This design comes from an exercise in tuning for a short achievable clock period and few clock cycles on the open sky130 flow, not from production work.
In this exercise RTL edits were held to simulation tests only and were not proved equivalent to the original.
No activity file was given, so power comes from the tool's default toggle rates.

<file path="flow/run.sh">
#!/bin/bash
# synth_recipe.tcl (not shown) runs the flow's synth.tcl, then flattens the netlist and writes it again
# the make line also repeats each setting of config.mk as NAME=value (left out here)
make -C /OpenROAD-flow-scripts/flow DESIGN_CONFIG=/design/flow/config.mk WORK_HOME=/design/flow/orfs CLKGATE_MAP_FILE= SYNTH_SCRIPT=/design/flow/synth_recipe.tcl finish
</file>
<file path="flow/config.mk">
export PLATFORM = sky130hd
export DESIGN_NAME = muldiv_sequencer
export DESIGN_NICKNAME = muldiv_sequencer
export VERILOG_FILES = /design/flow/design.v
export SDC_FILE = /design/flow/constraint.sdc
export NUM_CORES = 4
export LEC_CHECK = 0
export CAP_MARGIN = 20
export CORE_MARGIN = 2
export CORE_UTILIZATION = 40
export SLEW_MARGIN = 20
</file>
<file path="flow/constraint.sdc">
create_clock -name core_clock -period 10.0 [get_ports {clk}]
set_input_delay 2.0000 -clock core_clock [delete_from_list [all_inputs] [get_ports {clk}]]
set_output_delay 2.0000 -clock core_clock [all_outputs]
set_load 0.01 [all_outputs]
</file>
<file path="flow/design.v">
`default_nettype none
module muldiv_sequencer #(
  parameter int XLEN = 32
) (
  input  logic            clk,
  input  logic            rst,
  input  logic            start,
  input  logic [2:0]      funct3,
  input  logic [XLEN-1:0] rs1_val,
  input  logic [XLEN-1:0] rs2_val,
  input  logic            flush,
  output logic            stall,
  output logic            busy,
  output logic            done,
  output logic [XLEN-1:0] result
);
  localparam int              CNT_W    = $clog2(XLEN);
  localparam logic [XLEN-1:0] MIN_INT  = {1'b1, {(XLEN-1){1'b0}}};
  localparam logic [XLEN-1:0] ALL_ONES = '1;
  localparam logic [CNT_W-1:0] LAST_IT = CNT_W'(XLEN - 1);
  typedef enum logic [2:0] {
    ST_IDLE = 3'd0,
    ST_MUL  = 3'd1,
    ST_DIV  = 3'd2,
    ST_FIX  = 3'd3,
    ST_DONE = 3'd4
  } state_t;
  state_t           state, next_state;
  logic             accept;
  logic [1:0]       op;
  logic [XLEN-1:0]  mul_a, mul_b;
  logic [XLEN-1:0]  quot, rem, divisor;
  logic [CNT_W-1:0] cnt;
  logic             q_neg, r_neg;
  logic             signed_div, div_by_zero, div_ovf, div_special;
  logic [XLEN-1:0]  special_result, rs1_mag, rs2_mag;
  assign signed_div     = ~funct3[0];
  assign div_by_zero    = (rs2_val == '0);
  assign div_ovf        = signed_div & (rs1_val == MIN_INT) & (rs2_val == ALL_ONES);
  assign div_special    = div_by_zero | div_ovf;
  assign special_result = div_by_zero ? (funct3[1] ? rs1_val : ALL_ONES)
                                      : (funct3[1] ? '0      : MIN_INT);
  assign rs1_mag        = (signed_div & rs1_val[XLEN-1]) ? -rs1_val : rs1_val;
  assign rs2_mag        = (signed_div & rs2_val[XLEN-1]) ? -rs2_val : rs2_val;
  logic              a_signed, b_signed;
  logic [2*XLEN-1:0] a_wide, b_wide, product;
  logic [XLEN-1:0]   mul_result;
  assign a_signed   = op[0] ^ op[1];           
  assign b_signed   = (op == 2'b01);           
  assign a_wide     = {{XLEN{a_signed & mul_a[XLEN-1]}}, mul_a};
  assign b_wide     = {{XLEN{b_signed & mul_b[XLEN-1]}}, mul_b};
  assign product    = a_wide * b_wide;
  assign mul_result = (op == 2'b00) ? product[XLEN-1:0] : product[2*XLEN-1:XLEN];
  logic [XLEN:0]   shifted;
  logic            fits;
  logic [XLEN-1:0] trial, rem_next, quot_next, q_fixed, r_fixed;
  assign shifted   = {rem, quot[XLEN-1]};
  assign fits      = (shifted >= {1'b0, divisor});
  assign trial     = shifted[XLEN-1:0] - divisor;
  assign rem_next  = fits ? trial : shifted[XLEN-1:0];
  assign quot_next = {quot[XLEN-2:0], fits};
  assign q_fixed   = q_neg ? -quot : quot;
  assign r_fixed   = r_neg ? -rem  : rem;
  always_comb begin
    next_state = state;
    accept     = 1'b0;
    stall      = 1'b0;
    if (flush) begin
      next_state = ST_IDLE;
    end else begin
      case (state)
        ST_IDLE, ST_DONE: begin
          if (start) begin
            accept = 1'b1;
            stall  = 1'b1;
            if (!funct3[2])      next_state = ST_MUL;
            else if (div_special) next_state = ST_DONE;
            else                  next_state = ST_DIV;
          end else begin
            next_state = ST_IDLE;
          end
        end
        ST_MUL:  next_state = ST_DONE;
        ST_DIV:  next_state = (cnt == LAST_IT) ? ST_FIX : ST_DIV;
        ST_FIX:  next_state = ST_DONE;
        default: next_state = ST_IDLE;
      endcase
    end
    if (state == ST_MUL || state == ST_DIV || state == ST_FIX) stall = 1'b1;
  end
  always_ff @(posedge clk) begin
    if (rst) begin
      state <= ST_IDLE;
      busy  <= 1'b0;
      done  <= 1'b0;
    end else begin
      state <= next_state;
      busy  <= (next_state == ST_MUL) || (next_state == ST_DIV) || (next_state == ST_FIX);
      done  <= (next_state == ST_DONE);
    end
  end
  always_ff @(posedge clk) begin
    if (rst) begin
      op      <= '0;
      mul_a   <= '0;
      mul_b   <= '0;
      quot    <= '0;
      rem     <= '0;
      divisor <= '0;
      cnt     <= '0;
      q_neg   <= 1'b0;
      r_neg   <= 1'b0;
      result  <= '0;
    end else if (accept) begin
      op      <= funct3[1:0];
      mul_a   <= rs1_val;
      mul_b   <= rs2_val;
      quot    <= rs1_mag;
      rem     <= '0;
      divisor <= rs2_mag;
      cnt     <= '0;
      q_neg   <= signed_div & (rs1_val[XLEN-1] ^ rs2_val[XLEN-1]);
      r_neg   <= signed_div & rs1_val[XLEN-1];
      if (funct3[2] && div_special) result <= special_result;
    end else if (!flush) begin
      case (state)
        ST_MUL: result <= mul_result;
        ST_DIV: begin
          rem  <= rem_next;
          quot <= quot_next;
          cnt  <= cnt + CNT_W'(1);
        end
        ST_FIX: result <= op[1] ? r_fixed : q_fixed;
        default: ;
      endcase
    end
  end
endmodule
`default_nettype wire
</file>
==> qor.txt <==
Status - complete, no violations
Most frequent cell after synthesis - inv_1
Starting density of the core - 0.4039
Core Area - 0.1277 mm2
GRT Total Usage - 0.2470
Final wirelength - 160,100 um
CTS H-tree depth - 1
Fillers - 12,740
PD cells - 58.33 mW/mm2
Postcts setup bufs - 0
Area growth syn-to-layout - 6.994%
CTS root buf - clkbuf_16
DR vias - 41,260
Worst skew pair latency - 0.57 ns
Synth cell count leaders - inv_1 (1,241), fa_1 (1,126), nand2_1 (1,084)
Largest net degree at the start of global routing - 92
Seq. cell area - 0.004115 mm2
Net Count, Synth - 7,594
Synth Cell Area - 0.05158 mm2
Worst-path clk slew - 0.06 ns
Crit Path Class - flop to flop
RSZ-0062 raised after global routing - false
Max VDD drop - 0.1090 mV
Synthesized flop and latch total - 205
Placed cell area - 0.05423 mm2
# setup viols final - 0
CP dominant cell by count - fa_1
Mux cell area share after synthesis - 0.004391
Setup Skew - 0.02210 ns
CP Data Arrival Time - 9.87 ns
PortBufs - 105
Post-Synth Simple-Gate Area - 0.1737
Top_reg_cell synth - dfxtp_1
Period utilization - 0.9372
Slew Limit Fails - 0
Final hold vios - 0
Clock Path Buffers - 3
CTS tree - done
Num CTS Buffers - 26
CP Launch Type - flop
Post-synth EDFFs - 0
Syn Inst Count - 6,144
Design area - 0.05518 mm2
Main combinational cell family by area after synthesis - adder cells
Max Clock Freq - 106.7 MHz
FP Rows - 131
Pre-Repair DR Iteration Count - 6
LEAKAGE - 24.68 nW
CP Max Fanout - 18
Final ANT Viol Nets - 0
Slowest library cell on the worst path - dfxtp_1
Adder-cell share of the synthesized area - 0.4984
Die ar. - 0.1318 mm2
Post-synthesis sequential area ratio - 0.07957
Vias per Instance - 5.356
Initial antenna violation count - 4
Post-synthesis xor/xnor area fraction - 0.03243
WL per Instance - 20.79 um
I/O pin count - 106
Syn_area_per_cell - 8.395 um2
Die span in x - 363.1 um
CTS Sinks - 205
GRT Residual Overflow - 0
Worst Max-Slew Pin Slew - 1.173 ns
Yosys top cell by area - fa_1
Starting DRT DRC Count - 3,195
CP peak stage delay - 1.09 ns
Synth Warn # - 1
Fin nets - 7,469
Distinct cells, synth - 87
Relative slew margins - 0.2168
Max Cap Viol - 0
Sum of negative setup slack - 0 ns
Area of the multi-input gates - 0.04141 mm2
Fraction of layout cells with a size suffix above 1 - 0.03709
WP data required - 10.49 ns
Residual DRC - 0
CP Capture Type - flop
Die Y - 363.1 um
Hold crit path type - flop to flop
Post-route minimum period - 9.372 ns
Area share of the largest cell type after synthesis - 0.4370
Routability cong. - 0.9388
Vias in the first global route - 43,450
Synth area leaders - fa_1 (44%), inv_1 (9.0%), dfxtp_1 (8.0%)
Fraction of registers with async set/reset - 0
First-pass GRT wire length - 252,800 um
Synth Area in Compound Gates - 0.09325
HPWL after DPL - 129,700 um
[path summary, 6_finish.rpt]
path / end / cells past startpoint / slack [ns] / from
max reg2reg: result[30] / 28 / 0.63 / mul_b[7]
min: mul_a[6] / 2 / 0.45 / mul_a[6]
min reg2reg: mul_a[6] / 2 / 0.45 / mul_a[6]
max: result[30] / 28 / 0.63 / mul_b[7]
[report_power, final]
| part | switching [mW] | internal, mW | total, mW |
|---|---|---|---|
| combinational | 0.783 | 0.430 | 1.21 |
| clock | 0.404 | 0.641 | 1.05 |
| sequential | 0.108 | 0.854 | 0.962 |
| total | 1.29 | 1.92 | 3.22 |
[worst max-delay path: cells and delay by family, from the launching register on]
kind	cells	cell delay [ns]
AOI/OAI and AO/OA	5	1.58
adders and majority gates	9	4.45
and+or+nand+nor	5	1.04
xor gates and xnor gates	1	0.29
buffers and inverters	8	0.78
DFF	1	1.09
[cells by family (layout without fill, tap and decap cells)]
family          count (synthesis)  count (layout)
flops                         205             205
other cells                     0               1
compound gates                754             754
simple gates                 1975            1975
buf+inv                      1618            1513
xor+xnor                      191             191
mux                            22              22
fa+ha+maj                    1379            1379
[what timing repair did]
item / in CTS / in global routing
resized for setup: 0 / 2
hold buffers: 0 / 0
endpoints found under the hold margin: 0 / 0
setup endpoints to repair: 0 / 6
[cells in the final DEF (no fill, tap or decap), types with 40 or more instances in the layout]
cell type	synthesis	routed
dfxtp_1	205	196
ha_1	253	252
buf_4	2	116
xor2_1	83	83
nand3_1	40	40
nor2_1	273	273
fa_1	1126	1125
xnor2_1	108	108
nand2_1	1084	1083
inv_1	1241	1241
nor3_1	68	68
and2_1	280	280
a21oi_1	238	238
clkdlybuf4s50_1	0	104
a311oi_1	44	44
o21ai_0	169	169
a211oi_1	59	59
[final cells by class]
cell class	instances	share of cell area
multi-input cells	4321	0.7504
inverters	1241	0.08441
flip-flops and latches	205	0.07457
well taps	1662	0.03768
repair buffers	224	0.03594
clock buffers	38	0.01408
clock inverters	10	0.002857
diodes	1	0.00004535
[per-layer routing]
metal | GRT usage | up-vias | part of all wire
met5 | 0 | - | 0
met4 | 0.07949 | 0 | 0.039
met3 | 0.01873 | 259 | 0.055
met2 | 0.4158 | 1348 | 0.48
met1 | 0.3381 | 21220 | 0.43
li1 | - | 18430 | -
[stage by stage]
| stage | hold slack, ns | utilization | total power, mW | instances | setup WS, ns |
|---|---|---|---|---|---|
| 2_1_floorplan | 0.4406 | - | 1.702 | 6144 | 1.264 |
| 3_3_place_gp | 0.4437 | 0.4247 | 2.164 | 7653 | 0.6591 |
| 3_5_place_dp | 0.4485 | 0.4247 | 2.175 | 7653 | 0.4771 |
| 4_1_cts | 0.4569 | 0.4321 | 3.220 | 7701 | 0.4158 |
| 5_1_grt | 0.4749 | 0.4322 | 3.386 | 7701 | 0.1746 |
| 6_report | 0.4528 | 0.4322 | 3.219 | 7702 | 0.6277 |
[registers in the layout, summed over array words and instances, names as in the netlist, 2 cells and up]
name     flops
mul_b       31
cnt          5
mul_a       32
op           2
result      32
state        3
rem         32
divisor     32
quot        32
Testbench counts, summed over its fixed seeds: cycles 83,385.

separate check: timing with driven ports:
Ports are ideal in the flow. The routed layout listed here was re-timed in OpenROAD. Step 1 sets driving cells, clkbuf_16 on the clock port and buf_2 on the other inputs (assumed; they add their load-dependent delay and slew). Step 2 times the ports against the registers' clock, not the clock port: input delays grow and output delays shrink by t, the midpoint of the rising clock arrivals with the driver on. Three values: no drivers, after step 1, after step 2; two values: the first two.
t (ns): 0.603
setup slack, ns: 0.628 / 0.628 / 0.628
hold WS [ns]: 0.453 / 0.453 / 0.453
worst setup path after step 2: register to register
After both steps this run still meets setup and hold. For this run, drivers alone change the setup slack by 0.000 ns; drivers and shift together by 0.000 ns.
